This is an optimization exercise on Yosys and OpenROAD, whose aim is small area, a short achievable clock period and few clock cycles, not a production implementation. At most, simulation tests tie the RTL to the original design; equivalence was not proved. No activity file was given, so power comes from the tool's default toggle rates.

## line_rasterizer_interpolated
module line_rasterizer_interpolated
#(
    parameter int COORD_BITS = 6,
    parameter int DEPTH_BITS = 16,
    parameter int FRAC_BITS  = 16
) (
    input  wire logic                 aclk,
    input  wire logic                 aresetn,
    input  wire logic                 s_tvalid,
    output logic                      s_tready,
    input  wire logic [((2*(2*COORD_BITS+DEPTH_BITS+32)+7)/8)*8-1:0] s_tdata,
    output logic                      m_tvalid,
    input  wire logic                 m_tready,
    output logic [((2*COORD_BITS+DEPTH_BITS+32+7)/8)*8-1:0] m_tdata,
    output logic                      m_tlast
);
For scale: roughly 3,400 cells after synthesis, roughly 400 flip-flops, ~190 I/O pins.
clock: 7.5 ns
lec_check: 0
cap_margin: 5
core_margin: 2
core_utilization: 40
cts_cluster_diameter: 80
cts_cluster_size: 24
setup_slack_margin: 4.1
slew_margin: 5
standard.sh (not shown) runs the stock make flow with config.mk's settings and CLKGATE_MAP_FILE= SYNTH_SCRIPT=/design/flow/synth_recipe.tcl, a recipe that flattens the netlist after the stock synthesis.
==> flow/flow/run.sh <==
#!/bin/bash
# Standard layout, with two changes: the port buffers are made from plain
# buffers (sky130_fd_sc_hd__buf_2) instead of the delay buffers buffer_ports
# picks, and clock tree synthesis adds no dummy loads.
set -euo pipefail
export BUFFER_PORTS_ARGS="-buffer_cell sky130_fd_sc_hd__buf_2"
export CTS_ARGS="-sink_clustering_enable -repair_clock_nets -sink_clustering_size 24 -sink_clustering_max_diameter 80 -dont_use_dummy_load"
bash standard.sh > standard.log 2>&1
Testbench counts at the start, summed over its fixed seeds: cycles 38,956.
Edit:
--- a/flow/design.v
+++ b/flow/design.v
@@ -116,21 +116,21 @@
         rb_n  = ({1'b0, ra_n}) - ({1'b0, den});
         fr_n  = neg_reg ? {1'b0, ra_n} : rb_n;
         z_n   = !den32 && (r_reg != (swap ? denm1 : '0));
         carry = !fr_reg[C] && !(zz_reg && frz_reg);
         fr_nx = fr_reg + (carry ? rb_reg : ({1'b0, ra_reg}));
         vsum  = {v_reg, 1'b1} + {inc_reg, carry ^ wneg_reg};
     end
     always_ff @(posedge aclk) begin
+        dneg_reg <= diff[W];
+        neg_reg  <= dneg_reg ^ swap_c;
         if (ld_diff) begin
-            dneg_reg <= diff[W];
             q_reg    <= diff[W-1:0];
         end else if (geo) begin
-            neg_reg <= dneg_reg ^ swap_c;
             if (geo_step)
                 q_reg <= {q_reg[W-3:0], q0};
         end else if (int_en) begin
             q_reg <= {q_reg[W-3:2], q_reg[1:0] ^ {2{neg_reg && int_first}},
                       qs ^ {2{neg_reg}}};
         end
         if (geo)
             r_reg <= geo_step ? r0 : '0;
@@ -272,27 +272,25 @@
             st_rdy   <= rdy_n;
             st_z2    <= st_rdy && accept;
             st_hold  <= (st_z2 && !z2_go) || (st_hold && !pend_clear);
             cnt_reg  <= st_int ? cnt_reg + 1'b1 : '0;
             cint_reg <= st_int && !int_last && (cnt_reg >= 3'(C_INT0-1));
         end
     end
     always_ff @(posedge aclk) begin
-        if (ld_diff) begin
-            xgt_reg <= dxp[C];
-            ygt_reg <= dyp[C];
-            adx_reg <= dxp[C] ? dxn[C-1:0] : dxp[C-1:0];
-            ady_reg <= dyp[C] ? dyn[C-1:0] : dyp[C-1:0];
-        end
+        xgt_reg <= dxp[C];
+        ygt_reg <= dyp[C];
+        adx_reg <= dxp[C] ? dxn[C-1:0] : dxp[C-1:0];
+        ady_reg <= dyp[C] ? dyn[C-1:0] : dyp[C-1:0];
+        spanm1_reg <= span_c - 1'b1;
+        span3_reg  <= span3_c;
+        span32_reg <= span_c == C'(32);
         if (geo) begin
             span_reg   <= span_c;
-            spanm1_reg <= span_c - 1'b1;
-            span3_reg  <= span3_c;
-            span32_reg <= span_c == C'(32);
             nmin_reg   <= nmin_c;
             xmaj_reg   <= xmaj_c;
             swap_reg   <= swap_c;
             up_reg     <= up_c;
         end
     end
     logic [DEPTH_BITS-1:0] zv;
     logic [CW-1:0]         cv [NC];
Power rises by 17%.
Setup slack degrades by 0.040 ns.
Non-clock buffer count goes up by 20.
Combinational power grows by 40%.
Global-route usage rises by 0.27 points.
Routed wire length went up by 1.4%.
Final area falls by 0.46%.
Synthesized area drops by 1.2%.
Final cell count rose by 0.53%.
For the second run of this note, only the layout was checked, not whether the RTL still works.


Setup of 03-21:
Another version of the RTL of line_rasterizer_interpolated (not shown whole).
For scale: ~400 flip-flops, roughly 190 I/O pins, ~32,000 µm² of cells after synthesis.
==> module lri_chan, before the edit <==
module lri_chan #(
    parameter int W = 16,
    parameter int C = 6
) (
    input  wire logic         aclk,
    input  wire logic [W-1:0] a_val,      
    input  wire logic [W-1:0] b_val,      
    input  wire logic         ld_diff,    
    input  wire logic         geo,        
    input  wire logic         geo_step,   
    input  wire logic         swap_c,     
    input  wire logic [2:0]   den_sm,     
    input  wire logic         int_en,     
    input  wire logic         z_en,       
    input  wire logic         z_bits,     
    input  wire logic [C-1:0] den,        
    input  wire logic [C-1:0] denm1,      
    input  wire logic [C+1:0] den3,       
    input  wire logic         den32,      
    input  wire logic         swap,       
    input  wire logic         n_load,     
    input  wire logic         stash,      
    input  wire logic         d_load,     
    input  wire logic         z_load,     
    input  wire logic         step,       
    output logic      [W-1:0] v           
);
    logic [W-1:0] q_reg;                  
    logic [C-1:0] r_reg;                  
    logic         dneg_reg;               
    logic         neg_reg;                
    logic [W-1:0] v_reg;
    logic [W-1:0] inc_reg;                
    logic [C-1:0] ra_reg;                 
    logic [C:0] rb_reg;            
    logic [C:0] fr_reg;            
    logic         wneg_reg;
    logic         zz_reg;
    logic         frz_reg;                
    logic [W:0]   diff;
    logic [1:0]   q0, qs;
    logic [C-1:0] r0, rs;
    logic [1:0]   sbits;
    logic [C-1:0] ra_n;
    logic [C:0] rb_n, fr_n, fr_nx;
    logic         z_n, carry;
    logic [W:0]   vsum;
    logic [W-1:0] fsel;
    assign diff  = {1'b0, b_val} - {1'b0, a_val};
    assign sbits = z_bits ? {dneg_reg, dneg_reg} : q_reg[W-1 -: 2];
    assign fsel  = swap ? b_val : a_val;
    always_comb begin
        q0 = '0;
        r0 = C'(q_reg[W-1 -: 2]);
        if (den_sm[0]) begin
            q0 = q_reg[W-1 -: 2];
            r0 = '0;
        end else if (den_sm[1]) begin
            q0 = {1'b0, q_reg[W-1]};
            r0 = C'(q_reg[W-2]);
        end else if (den_sm[2] && (q_reg[W-1 -: 2] == 2'd3)) begin
            q0 = 2'd1;
            r0 = '0;
        end
    end
    lri_divider #(.DEN_W(C)) u_step (
        .r_in (r_reg), .bits (sbits), .den (den), .den3 (den3),
        .q    (qs),    .r_out (rs)
    );
    always_comb begin
        ra_n  = r_reg + C'(dneg_reg);
        rb_n  = ({1'b0, ra_n}) - ({1'b0, den});
        fr_n  = neg_reg ? (({1'b0, ra_n}) - 7'd1) : rb_n;
        z_n   = !den32 && (r_reg != (swap ? denm1 : '0));
        carry = !fr_reg[C] && !(zz_reg && frz_reg);
        fr_nx = fr_reg + (carry ? rb_reg : ({1'b0, ra_reg}));
        vsum  = {v_reg, 1'b1} + {inc_reg, carry ^ wneg_reg};
    end
    always_ff @(posedge aclk) begin
        if (ld_diff) begin
            dneg_reg <= diff[W];
            q_reg    <= diff[W-1:0] ^ {W{diff[W]}};
        end else if (geo) begin
            neg_reg <= dneg_reg ^ swap_c;
            if (geo_step)
                q_reg <= {q_reg[W-3:0], q0 ^ {2{dneg_reg ^ swap_c}}};
        end else if (int_en) begin
            q_reg <= {q_reg[W-3:0], qs ^ {2{neg_reg}}};
        end
        if (geo)
            r_reg <= geo_step ? r0 : '0;
        else if (int_en || z_en)
            r_reg <= rs;
    end
    always_ff @(posedge aclk) begin
        if (n_load || stash) begin
            ra_reg   <= ra_n;
            rb_reg   <= rb_n;
            fr_reg   <= fr_n;
            frz_reg  <= fr_n == '0;
            wneg_reg <= neg_reg;
        end else if (step) begin
            fr_reg  <= fr_nx;
            frz_reg <= fr_nx == '0;
        end
        if (n_load || stash)
            zz_reg <= 1'b0;
        else if (z_load)
            zz_reg <= z_n && !wneg_reg;
        if (n_load || d_load)
            inc_reg <= q_reg;
        else if (stash)
            inc_reg <= fsel;
        if (n_load)
            v_reg <= fsel;
        else if (d_load)
            v_reg <= inc_reg;
        else if (step)
            v_reg <= vsum[W:1];
    end
    assign v = v_reg;
endmodule
clock: 7.5 ns
lec_check: 0
cap_margin: 5
core_margin: 2
core_utilization: 40
cts_cluster_diameter: 80
cts_cluster_size: 24
setup_slack_margin: 4.1
slew_margin: 5
==> flow/flow/run.sh <==
#!/bin/bash
# Standard layout, with the port buffers made from plain buffers
# (sky130_fd_sc_hd__buf_2) instead of the delay buffers buffer_ports picks.
set -euo pipefail
export BUFFER_PORTS_ARGS="-buffer_cell sky130_fd_sc_hd__buf_2"
bash standard.sh > standard.log 2>&1
> inputs changed (03-21 -> 10-11)
==> flow/design.v, changed modules only <==
module lri_chan #(
    parameter int W = 16,
    parameter int C = 6
) (
    input  wire logic         aclk,
    input  wire logic [W-1:0] a_val,      
    input  wire logic [W-1:0] b_val,      
    input  wire logic         ld_diff,    
    input  wire logic         geo,        
    input  wire logic         geo_step,   
    input  wire logic         swap_c,     
    input  wire logic [2:0]   den_sm,     
    input  wire logic         int_en,     
    input  wire logic         z_en,       
    input  wire logic         z_bits,     
    input  wire logic [C-1:0] den,        
    input  wire logic [C-1:0] denm1,      
    input  wire logic [C+1:0] den3,       
    input  wire logic         den32,      
    input  wire logic         swap,       
    input  wire logic         n_load,     
    input  wire logic         stash,      
    input  wire logic         d_load,     
    input  wire logic         z_load,     
    input  wire logic         step,       
    output logic      [W-1:0] v           
);
    logic [W-1:0] q_reg;                  
    logic [C-1:0] r_reg;                  
    logic         dneg_reg;               
    logic         neg_reg;                
    logic [W-1:0] v_reg;
    logic [W-1:0] inc_reg;                
    logic [C-1:0] ra_reg;                 
    logic [C:0] rb_reg;            
    logic [C:0] fr_reg;            
    logic         wneg_reg;
    logic         zz_reg;
    logic         frz_reg;                
    logic [W:0]   diff;
    logic [1:0]   q0, qs;
    logic [C-1:0] r0, rs;
    logic [1:0]   sbits, nbits;
    logic [C-1:0] ra_n;
    logic [C:0] rb_n, fr_n, fr_nx;
    logic         z_n, carry;
    logic [W:0]   vsum;
    logic [W-1:0] fsel;
    assign diff  = {1'b0, b_val} - {1'b0, a_val};
    assign nbits = q_reg[W-1 -: 2] ^ {2{dneg_reg}};
    assign sbits = z_bits ? {dneg_reg, dneg_reg} : nbits;
    assign fsel  = swap ? b_val : a_val;
    always_comb begin
        q0 = '0;
        r0 = C'(nbits);
        if (den_sm[0]) begin
            q0 = nbits;
            r0 = '0;
        end else if (den_sm[1]) begin
            q0 = {1'b0, nbits[1]};
            r0 = C'(nbits[0]);
        end else if (den_sm[2] && (nbits == 2'd3)) begin
            q0 = 2'd1;
            r0 = '0;
        end
    end
    lri_divider #(.DEN_W(C)) u_step (
        .r_in (r_reg), .bits (sbits), .den (den), .den3 (den3),
        .q    (qs),    .r_out (rs)
    );
    always_comb begin
        ra_n  = r_reg + C'(dneg_reg);
        rb_n  = ({1'b0, ra_n}) - ({1'b0, den});
        fr_n  = neg_reg ? (({1'b0, ra_n}) - 7'd1) : rb_n;
        z_n   = !den32 && (r_reg != (swap ? denm1 : '0));
        carry = !fr_reg[C] && !(zz_reg && frz_reg);
        fr_nx = fr_reg + (carry ? rb_reg : ({1'b0, ra_reg}));
        vsum  = {v_reg, 1'b1} + {inc_reg, carry ^ wneg_reg};
    end
    always_ff @(posedge aclk) begin
        if (ld_diff) begin
            dneg_reg <= diff[W];
            q_reg    <= diff[W-1:0];
        end else if (geo) begin
            neg_reg <= dneg_reg ^ swap_c;
            if (geo_step)
                q_reg <= {q_reg[W-3:0], q0 ^ {2{dneg_reg ^ swap_c}}};
        end else if (int_en) begin
            q_reg <= {q_reg[W-3:0], qs ^ {2{neg_reg}}};
        end
        if (geo)
            r_reg <= geo_step ? r0 : '0;
        else if (int_en || z_en)
            r_reg <= rs;
    end
    always_ff @(posedge aclk) begin
        if (n_load || stash) begin
            ra_reg   <= ra_n;
            rb_reg   <= rb_n;
            fr_reg   <= fr_n;
            frz_reg  <= fr_n == '0;
            wneg_reg <= neg_reg;
        end else if (step) begin
            fr_reg  <= fr_nx;
            frz_reg <= fr_nx == '0;
        end
        if (n_load || stash)
            zz_reg <= 1'b0;
        else if (z_load)
            zz_reg <= z_n && !wneg_reg;
        if (n_load || d_load)
            inc_reg <= q_reg;
        else if (stash)
            inc_reg <= fsel;
        if (n_load)
            v_reg <= fsel;
        else if (d_load)
            v_reg <= inc_reg;
        else if (step)
            v_reg <= vsum[W:1];
    end
    assign v = v_reg;
endmodule
## What came out
- Per the comparison of 10-11 with 03-21, sequential power saw little to no change; worst stage delay on the critical path saw an increase; switching power share of the total saw an increase; fraction of layout cells with a size suffix above 1 saw a decrease.
- 03-21 vs 10-11, timing startpoint of the critical path: s_tdata[72] vs adx_reg[1]$_DFFE_PN_
- NOTE: number of clock-tree buffers in the layout in 10-11 exceeds that of 03-21
- NOTE die area 03-21->10-11 increased slightly
- NOTE post-synthesis instance area 03-21->10-11 increased slightly
- Fraction of the cycle the final worst path needs in 10-11 is 0.21 points below 03-21.
- Going from 03-21 to 10-11, area added between synthesis and finish went down 0.83 points; site row count went up 0.97%.
Testbench counts of 10-11, summed over its fixed seeds: cycles 38,956.
Function not checked in 03-21: the RTL went through the layout flow alone.


Another version of the RTL of line_rasterizer_interpolated (not shown whole).
Size: ~3000 cells after synthesis, about 400 flip-flops, about 190 I/O pins, roughly 30000 um2 of cells after synthesis.
export LEC_CHECK = 0
export CAP_MARGIN = 5
export CORE_MARGIN = 2
export CORE_UTILIZATION = 40
export CTS_CLUSTER_DIAMETER = 80
export CTS_CLUSTER_SIZE = 24
export SETUP_SLACK_MARGIN = 4.2
export SLEW_MARGIN = 5
create_clock -name core_clock -period 7.5 [get_ports {aclk}]
==> flow/flow/run.sh <==
#!/bin/bash
# Standard layout (the standard.sh, unchanged synthesis), with two changes:
# - the port buffers are plain buffers (sky130_fd_sc_hd__buf_2) instead of the
#   delay buffers buffer_ports picks by default;
# - clock tree synthesis uses clkbuf_8 buffers, sink clusters of up to 16
#   sinks within 60 um, and no dummy loads (CTS_ARGS replaces the CTS_CLUSTER_*
#   settings of config.mk).
# All tool output goes to standard.log here; ORFS also keeps its per-step logs
# under orfs/logs.
set -euo pipefail
export BUFFER_PORTS_ARGS="-buffer_cell sky130_fd_sc_hd__buf_2"
export CTS_ARGS="-sink_clustering_enable -repair_clock_nets -buf_list sky130_fd_sc_hd__clkbuf_8 -sink_clustering_size 16 -sink_clustering_max_diameter 60 -dont_use_dummy_load"
bash standard.sh > standard.log 2>&1
Testbench counts at the start, summed over its fixed seeds: cycles 38,956.
Next try:
--- a/flow/design.v
+++ b/flow/design.v
@@ -50,14 +50,15 @@
     input  wire logic         ld_diff,    
     input  wire logic         geo,        
     input  wire logic         geo_step,   
     input  wire logic         swap_c,     
     input  wire logic [2:0]   den_sm,     
     input  wire logic         int_en,     
     input  wire logic         int_first,  
+    input  wire logic         int_last,   
     input  wire logic [C-1:0] den,        
     output logic      [C-1:0] r_o,        
     output logic      [1:0]   nb_o,       
     input  wire logic [1:0]   qs_i,       
     input  wire logic [C-1:0] rs_i,       
     input  wire logic         swap,       
     input  wire logic         n_load,     
@@ -87,16 +88,18 @@
     logic [C-1:0] ra_n;
     logic [C:0] rb_n, fr_n, fr_nx;
     logic         carry;
     logic [W:0]   vsum;
     logic [W-1:0] fsel;
     assign diff  = {1'b0, b_val} - {1'b0, a_val};
     localparam bit LATE_CPL = W > 8;
-    assign nbits = q_reg[W-1 -: 2] ^ {2{LATE_CPL && dneg_reg}};
-    assign sbits = nbits;
+    logic cpl_top;
+    assign nbits   = q_reg[W-1 -: 2] ^ {2{LATE_CPL && dneg_reg}};
+    assign sbits   = q_reg[W-1 -: 2];
+    assign cpl_top = LATE_CPL && dneg_reg && !(int_en && int_last);
     assign r_o   = r_reg;
     assign nb_o  = sbits;
     assign qs    = qs_i;
     assign rs    = rs_i;
     assign fsel  = swap ? b_val : a_val;
     always_comb begin
         q0 = '0;
@@ -123,17 +126,18 @@
     always_ff @(posedge aclk) begin
         if (ld_diff) begin
             dneg_reg <= diff[W];
             q_reg    <= diff[W-1:0] ^ {W{!LATE_CPL && diff[W]}};
         end else if (geo) begin
             neg_reg <= dneg_reg ^ swap_c;
             if (geo_step)
-                q_reg <= {q_reg[W-3:0], q0};
+                q_reg <= {q_reg[W-3 -: 2] ^ {2{cpl_top}}, q_reg[W-5:0], q0};
         end else if (int_en) begin
-            q_reg <= {q_reg[W-3:2], q_reg[1:0] ^ {2{neg_reg && int_first}},
+            q_reg <= {q_reg[W-3 -: 2] ^ {2{cpl_top}}, q_reg[W-5:2],
+                      q_reg[1:0] ^ {2{neg_reg && int_first}},
                       qs ^ {2{neg_reg}}};
         end
         if (geo)
             r_reg <= geo_step ? r0 : '0;
         else if (int_en)
             r_reg <= rs;
     end
@@ -291,15 +295,15 @@
     logic [1:0]            cqs [NC/2];
     lri_chan #(.W(DEPTH_BITS), .C(C)) u_depth (
         .aclk     (aclk),
         .a_val    (s_tdata[2*C+DEPTH_BITS-1:2*C]),
         .b_val    (s_tdata[PT_W+2*C+DEPTH_BITS-1:PT_W+2*C]),
         .ld_diff  (ld_diff),  .geo (geo), .geo_step (1'b1),
         .swap_c   (swap_c),   .den_sm (span_sm),
-        .int_en   (int_d),    .int_first (st_int && (cnt_reg == '0)),
+        .int_en   (int_d),    .int_first (st_int && (cnt_reg == '0)), .int_last (int_last),
         .den      (span_reg),
         .r_o      (dr),       .nb_o (dnb), .qs_i (dqs), .rs_i (drs),
         .swap     (swap_reg),
         .n_load   (n_load),   .stash (stash), .d_load (d_load),
         .pw       (pw_reg),   .step (step),
         .v        (zv)
     );
@@ -320,14 +324,15 @@
             .aclk     (aclk),
             .a_val    (s_tdata[PT_W-1-CW*k -: CW]),
             .b_val    (s_tdata[2*PT_W-1-CW*k -: CW]),
             .ld_diff  (ld_diff),  .geo (geo), .geo_step (1'b1),
             .swap_c   (swap_c),   .den_sm (span_sm),
             .int_en   ((k % 2 == 0) ? cx_reg : cy_reg),
             .int_first(st_int && (cnt_reg == ((k % 2 == 0) ? 3'd0 : 3'(C_INT)))),
+            .int_last (1'b0),
             .den      (span_reg),
             .r_o      (cr[k]),    .nb_o (cnb[k]), .qs_i (cqs[k/2]), .rs_i (crs[k/2]),
             .swap     (swap_reg),
             .n_load   (n_load),   .stash (stash), .d_load (d_load),
             .pw       (pw_reg),   .step (step),
             .v        (cv[k])
         );
Outcome: The changed run went through all stages and came out clean; utilization grows by 0.25 points; cell area hardly moves; hold slack is better by 0.0044 ns; via count came out lower by a few percent; final cell count shrinks slightly; routed wire length decreases by a few percent; first-iteration DRC count grows slightly; worst setup slack loses 0.059 ns; combinational power is about the same; power is lower slightly; clock skew rose by 0.0079 ns.
Only the layout flow was run in the second run of this note; the RTL was not checked for function there.

-- what the ideal ports hide --
No port has a modelled driver above. Below, the same layouts with a new extraction and two added sets of constraints.
Step 1: set_driving_cell puts a clkbuf_16 on aclk and a buf_2 on each other input, an assumption about the parent block.
Step 2 moves the port delays by t, midway between the first and last clock arrival at a register: inputs arrive t later, outputs are due t later. That takes back most of the time a late clock gives input paths.
a / b / c = no drivers / after step 1 / after step 2; a / b = the first two.
| run | t, ns | setup slack, ns | worst setup path after step 2 | clock arrival spread, ns | worst data-port slew with drivers (ns) |
|---|---|---|---|---|---|
| the first run of note 1 | 0.645 | 4.179 / 4.179 / 3.605 | input to register | 0.033 / 0.033 | 0.09 |
| the second run of note 1 | 0.659 | 4.139 / 4.154 / 3.524 | input to register | 0.048 / 0.049 | 0.08 |
| 03-21 | 0.675 | 4.104 / 4.113 / 3.438 | input to register | 0.032 / 0.031 | 0.11 |
| 10-11 | 0.679 | 4.120 / 4.120 / 3.583 | input to register | 0.025 / 0.025 | 0.09 |
| the first run of note 3 | 0.682 | 4.276 / 4.276 / 3.639 | input to register | 0.103 / 0.103 | 0.07 |
| the second run of note 3 | 0.654 | 4.217 / 4.248 / 3.594 | input to register | 0.104 / 0.104 | 0.08 |
After both steps every run listed still meets setup and hold. For 03-21, which loses most, drivers alone change the setup slack by +0.009 ns; drivers and shift together by -0.666 ns.
